This is an optimization exercise on Yosys and OpenROAD, whose aim is small area, a short achievable clock period and few clock cycles per item, not a production implementation. The RTL was checked by simulation tests, not by an equivalence proof against the original design.

==> run M: inputs <==
## real_mul_arbiter
module real_mul_arbiter #(
  parameter  int N_REQ     = 4,
  parameter  int IS_DOUBLE = 1,
  localparam int ID_W      = $clog2(N_REQ)
) (
  input  logic                  clk,
  input  logic                  rst,
  input  logic [N_REQ-1:0]      req_valid,
  output logic [N_REQ-1:0]      req_ready,
  input  logic [real_mul_arbiter_pkg::OP_W*N_REQ-1:0] req_op1,
  input  logic [real_mul_arbiter_pkg::OP_W*N_REQ-1:0] req_op2,
  output logic                  rsp_valid,
  input  logic                  rsp_ready,
  output logic [ID_W-1:0]       rsp_id,
  output logic [real_mul_arbiter_pkg::OP_W-1:0] rsp_result,
  output logic                  busy,
  output logic [real_mul_arbiter_pkg::CNT_W-1:0] ops_done
);
==> flow/config.mk <==
export PLATFORM = sky130hd
export DESIGN_NAME = real_mul_arbiter
export DESIGN_NICKNAME = real_mul_arbiter
export VERILOG_FILES = /design/flow/design.v
export SDC_FILE = /design/flow/constraint.sdc
export NUM_CORES = 4
export LEC_CHECK = 0
export CAP_MARGIN = 20
export CORE_MARGIN = 2
export CORE_UTILIZATION = 40
export SLEW_MARGIN = 20
==> flow/constraint.sdc <==
create_clock -name core_clock -period 18.0 [get_ports {clk}]
set_input_delay 3.6000 -clock core_clock [delete_from_list [all_inputs] [get_ports {clk}]]
set_output_delay 3.6000 -clock core_clock [all_outputs]
set_load 0.01 [all_outputs]
run.sh (not shown) runs the stock make flow with config.mk's settings and CLKGATE_MAP_FILE= SYNTH_SCRIPT=/design/flow/synth_recipe.tcl, a recipe that flattens the netlist after the stock synthesis.
==> run F: changes against run M <==
--- a/flow/design.v
+++ b/flow/design.v
@@ -10,14 +10,16 @@
   output logic [54:0] row1,      
   output logic        lo_cout,   
   output logic        lo_zero,   
   output logic [12:0] esum,      
   output logic        sgn,
   output logic        is_nan,
   output logic        is_inf,
+  output logic [2:0]  e_ovf,     
+  output logic [2:0]  e_unf,     
   output logic        is_zero
 );
   logic [10:0] ea, eb;
   logic [52:0] x, y;
   logic neg0, one0, two0;
   logic [53:0] pp0, xn0;
   logic neg1, one1, two1;
@@ -3074,14 +3076,20 @@
   assign y  = {1'b1, op2[51:0]};
   assign sgn = op1[63] ^ op2[63];
   assign esum = {2'b00, ea} + {2'b00, eb} - 13'd1023;
   assign is_nan  = ((&ea) && op1[51:0] != '0) || ((&eb) && op2[51:0] != '0) ||
                    ((&ea) && eb == '0) || ((&eb) && ea == '0);
   assign is_inf  = (&ea) || (&eb);
   assign is_zero = (ea == '0) || (eb == '0);
+  assign e_ovf[0] = !esum[12] && esum[11:0] >= 12'd2047;
+  assign e_ovf[1] = !esum[12] && esum[11:0] >= 12'd2046;
+  assign e_ovf[2] = !esum[12] && esum[11:0] >= 12'd2045;
+  assign e_unf[0] = esum[12] || esum == '0;
+  assign e_unf[1] = esum[12];
+  assign e_unf[2] = esum[12] && esum != '1;
   assign neg0 = y[1] & ~(y[0] & 1'b0);
   assign one0 = y[0] ^ 1'b0;
   assign two0 = (y[1] & ~y[0] & ~1'b0) | (~y[1] & y[0] & 1'b0);
   assign xn0 = {1'b0, x} ^ {54{neg0}};
   assign pp0[0] = (one0 & xn0[0]) | (two0 & neg0);
   assign pp0[1] = (one0 & xn0[1]) | (two0 & xn0[0]);
   assign pp0[2] = (one0 & xn0[2]) | (two0 & xn0[1]);
@@ -7651,22 +7659,25 @@
   input  logic        lo_cout,
   input  logic        lo_zero,
   input  logic [12:0] esum,
   input  logic        sgn,
   input  logic        is_nan,
   input  logic        is_inf,
   input  logic        is_zero,
+  input  logic [2:0]  e_ovf,
+  input  logic [2:0]  e_unf,
   output logic [63:0] result
 );
   logic [54:0] s;        
   logic        hi;
   logic [51:0] frac;
   logic        gbit, st, rnd;
   logic [52:0] mr;
-  logic [12:0] e;
+  logic [10:0] e, e1, e2;
+  logic        ovf, unf;
   logic g1;
   logic p2;
   logic g3;
   logic p4;
   logic g5;
   logic p6;
   logic g7;
@@ -8772,28 +8783,32 @@
   assign mr[51] = frac[51] ^ bk499;
   assign mr[52] = bk425;
   assign hi   = s[54];
   assign frac = hi ? s[53:2] : s[52:1];
   assign gbit = hi ? s[1] : s[0];
   assign st   = (hi & s[0]) | ~lo_zero;
   assign rnd  = gbit & (st | frac[0]);
-  assign e    = esum + {11'd0, {1'b0, hi} + {1'b0, mr[52]}};
+  assign e1   = esum[10:0] + 11'd1;
+  assign e2   = esum[10:0] + 11'd2;
+  always_comb begin
+    case ({hi, mr[52]})
+      2'b00:   begin e = esum[10:0]; ovf = e_ovf[0]; unf = e_unf[0]; end
+      2'b11:   begin e = e2;         ovf = e_ovf[2]; unf = e_unf[2]; end
+      default: begin e = e1;         ovf = e_ovf[1]; unf = e_unf[1]; end
+    endcase
+  end
   always_comb begin
     if (is_nan)
       result = 64'h7FF8000000000000;
-    else if (is_inf)
-      result = {sgn, 11'h7FF, 52'd0};
-    else if (is_zero)
-      result = {sgn, 63'd0};
-    else if (!e[12] && e[11:0] >= 12'd2047)
+    else if (is_inf || ovf)
       result = {sgn, 11'h7FF, 52'd0};
-    else if (e[12] || e == '0)
+    else if (is_zero || unf)
       result = {sgn, 63'd0};
     else
-      result = {sgn, e[10:0], mr[51:0]};
+      result = {sgn, e, mr[51:0]};
   end
 endmodule
 module real_mul_arbiter #(
   parameter  int N_REQ     = 4,
   parameter  int IS_DOUBLE = 1,
   localparam int ID_W      = $clog2(N_REQ)
 ) (
@@ -8808,89 +8823,103 @@
   output logic [ID_W-1:0]       rsp_id,
   output logic [real_mul_arbiter_pkg::OP_W-1:0] rsp_result,
   output logic                  busy,
   output logic [real_mul_arbiter_pkg::CNT_W-1:0] ops_done
 );
   localparam int W  = real_mul_arbiter_pkg::OP_W;
   localparam int RW = real_mul_arbiter_pkg::ROW_W;
-  logic [ID_W-1:0] rr_ptr;
-  logic [ID_W-1:0] gnt_idx;
-  logic [ID_W-1:0] idx;
-  logic            gnt_any;
-  logic            acc, adv_a, adv_b, adv_c, take;
+  logic [N_REQ-1:0][N_REQ-1:0] prec;
+  logic [N_REQ-1:0][N_REQ-1:0] prec_nxt;
+  logic [N_REQ-1:0] gnt;
+  logic [ID_W-1:0]  gnt_idx;
+  logic             can, acc, adv_a, adv_b, adv_c, take;
   logic            a_v;
   logic [ID_W-1:0] a_id;
-  logic [W-1:0]    a_op1, a_op2;
+  logic [W-1:0]    a_op1, a_op2, sel_op1, sel_op2;
   logic            b_v;
   logic [ID_W-1:0] b_id;
   logic [RW-1:0]   b_row0, b_row1, m_row0, m_row1;
   logic            b_cout, b_zero_lo, m_cout, m_zero_lo;
   logic [12:0]     b_esum, m_esum;
   logic            b_sgn, b_nan, b_inf, b_zero;
+  logic [2:0]      b_ovf, b_unf, m_ovf, m_unf;
   logic            m_sgn, m_nan, m_inf, m_zero;
   logic            c_v;
   logic [ID_W-1:0] c_id;
   logic [W-1:0]    c_res, m_res;
   always_comb begin
-    gnt_any = 1'b0;
-    gnt_idx = '0;
-    idx     = '0;
-    for (int k = N_REQ - 1; k >= 0; k--) begin
-      idx = ID_W'((int'(rr_ptr) + k) % N_REQ);
-      if (req_valid[idx]) begin
-        gnt_any = 1'b1;
-        gnt_idx = idx;
+    for (int j = 0; j < N_REQ; j++)
+      gnt[j] = req_valid[j] & ~|(req_valid & prec[j]);
+  end
+  always_comb begin
+    for (int j = 0; j < N_REQ; j++)
+      for (int k = 0; k < N_REQ; k++) begin
+        prec_nxt[j][k] = 1'b0;
+        for (int g = 0; g < N_REQ; g++)
+          if (gnt[g] && k != j && ((k - g - 1 + 2 * N_REQ) % N_REQ) < ((j - g - 1 + 2 * N_REQ) % N_REQ))
+            prec_nxt[j][k] = 1'b1;
       end
+  end
+  always_comb begin
+    gnt_idx = '0;
+    sel_op1 = '0;
+    sel_op2 = '0;
+    for (int j = 0; j < N_REQ; j++) begin
+      if (gnt[j]) gnt_idx = gnt_idx | ID_W'(j);
+      sel_op1 = sel_op1 | (req_op1[j*W +: W] & {W{gnt[j]}});
+      sel_op2 = sel_op2 | (req_op2[j*W +: W] & {W{gnt[j]}});
     end
   end
+  assign can   = ~(a_v & b_v & c_v) | rsp_ready;
+  assign acc   = rst & can & |req_valid;
   assign take  = c_v & rsp_ready;
   assign adv_c = ~c_v | rsp_ready;
   assign adv_b = ~b_v | adv_c;
   assign adv_a = ~a_v | adv_b;
-  assign acc   = rst & gnt_any & adv_a;
-  always_comb begin
-    req_ready = '0;
-    if (acc) req_ready[gnt_idx] = 1'b1;
-  end
+  assign req_ready  = gnt & {N_REQ{rst & can}};
   assign busy       = a_v | b_v | c_v;
   assign rsp_valid  = c_v;
   assign rsp_id     = c_id;
   assign rsp_result = c_res;
   always_ff @(posedge clk or negedge rst) begin
     if (!rst) begin
-      rr_ptr   <= '0;
+      for (int j = 0; j < N_REQ; j++)
+        for (int k = 0; k < N_REQ; k++)
+          prec[j][k] <= (k < j);
       a_v      <= 1'b0;
       b_v      <= 1'b0;
       c_v      <= 1'b0;
       ops_done <= '0;
     end else begin
-      if (acc)   rr_ptr <= (gnt_idx == ID_W'(N_REQ - 1)) ? '0 : gnt_idx + 1'b1;
+      if (acc) prec <= prec_nxt;
       if (adv_a) a_v <= acc;
       if (adv_b) b_v <= a_v;
       if (adv_c) c_v <= b_v;
       if (take)  ops_done <= ops_done + 1'b1;
     end
   end
   always_ff @(posedge clk) begin
     if (acc) begin
-      a_op1 <= req_op1[gnt_idx*W +: W];
-      a_op2 <= req_op2[gnt_idx*W +: W];
+      a_op1 <= sel_op1;
+      a_op2 <= sel_op2;
       a_id  <= gnt_idx;
     end
     if (adv_b) begin
       b_id      <= a_id;
       b_row0    <= m_row0;
       b_row1    <= m_row1;
       b_cout    <= m_cout;
       b_zero_lo <= m_zero_lo;
       b_esum    <= m_esum;
       b_sgn     <= m_sgn;
       b_nan     <= m_nan;
       b_inf     <= m_inf;
       b_zero    <= m_zero;
+      b_ovf     <= m_ovf;
+      b_unf     <= m_unf;
     end
     if (adv_c) begin
       c_id  <= b_id;
       c_res <= m_res;
     end
   end
   real_mul_core u_core (
@@ -8900,22 +8929,26 @@
     .row1   (m_row1),
     .lo_cout(m_cout),
     .lo_zero(m_zero_lo),
     .esum   (m_esum),
     .sgn    (m_sgn),
     .is_nan (m_nan),
     .is_inf (m_inf),
+    .e_ovf  (m_ovf),
+    .e_unf  (m_unf),
     .is_zero(m_zero)
   );
   real_mul_round u_round (
     .row0   (b_row0),
     .row1   (b_row1),
     .lo_cout(b_cout),
     .lo_zero(b_zero_lo),
     .esum   (b_esum),
     .sgn    (b_sgn),
     .is_nan (b_nan),
     .is_inf (b_inf),
     .is_zero(b_zero),
+    .e_ovf  (b_ovf),
+    .e_unf  (b_unf),
     .result (m_res)
   );
 endmodule
==> flow/flow/run.sh (new file) <==
#!/bin/bash
# Standard synthesis and layout; repair_timing aims for extra setup slack so that the
# critical paths are sized and buffered for a period well below the clock period.
set -euo pipefail
bash standard.sh SETUP_SLACK_MARGIN=10 finish > standard.log 2>&1
==> flow/standard.sh (new file) <==
#!/bin/bash
# synth_recipe.tcl (not shown) runs the flow's synth.tcl, then flattens the netlist and writes it again
# the make line also repeats each setting of config.mk as NAME=value (left out here)
make -C /OpenROAD-flow-scripts/flow DESIGN_CONFIG=/design/flow/config.mk WORK_HOME=/design/flow/orfs CLKGATE_MAP_FILE= SYNTH_SCRIPT=/design/flow/synth_recipe.tcl "${@:-finish}"
removed: flow/run.sh
==> comparison table <==
|  | run M | run F |
|---|---|---|
| Number of non-clock buffers in the layout | 833 | 950 |
| Final routed wirelength across all metal layers | 396000 um | 376000 um |
| M1 WL | 147000 um | 130000 um |
| Multi-input gate share of the layout cell area | 71.3% | 69.8% |
| Area of the mapped netlist | 79700 um2 | 78700 um2 |
| Final worst-path cycle share | 55.1% | 44.7% |
| Standard cell core area | 198000 um2 | 195000 um2 |
| Slew @ Worst Pin | 1.26 ns | 1.22 ns |
| Initial DRC count | 10500 | 8850 |
| Flip-flop and latch count after synthesis | 348 | 362 |
| Outcome | no timing/DRC/antenna violations | no timing/DRC/antenna violations |
| Sequential cell count | 348 | 362 |
Testbench counts of run M, summed over its fixed seeds: cycles 3,224, items 3,200.
Testbench counts of run F, summed over its fixed seeds: cycles 3,224, items 3,200.

-- re-timing with driven ports --
How much do the figures lean on ideal ports? The routed layouts below were timed once more, with nothing changed but the port constraints. Step 1, drivers: a clkbuf_16 drives clk and a buf_2 each remaining input, both assumed. Step 2 adds t to the input delays and takes it off the output delays; t is the mean of the earliest and latest rising clock arrival at the registers after step 1. Input paths then give back, and output paths get back, about the clock's delay inside the block. Three values: ideal, step 1, step 2; two values: the first two.
| run | t, ns | slack for setup (ns) | hold WS [ns] | clock arrival spread, ns |
|---|---|---|---|---|
| run M | 0.726 | 8.081 / 8.058 / 8.058 | 0.416 / 0.416 / 0.416 | 0.053 / 0.054 |
| run F | 0.728 | 9.957 / 9.910 / 9.910 | 0.421 / 0.421 / 0.421 | 0.064 / 0.063 |
After both steps setup and hold are still met in every run listed. The setup slack of run F, which loses most, moves by -0.047 ns with the drivers and by -0.047 ns with both steps.
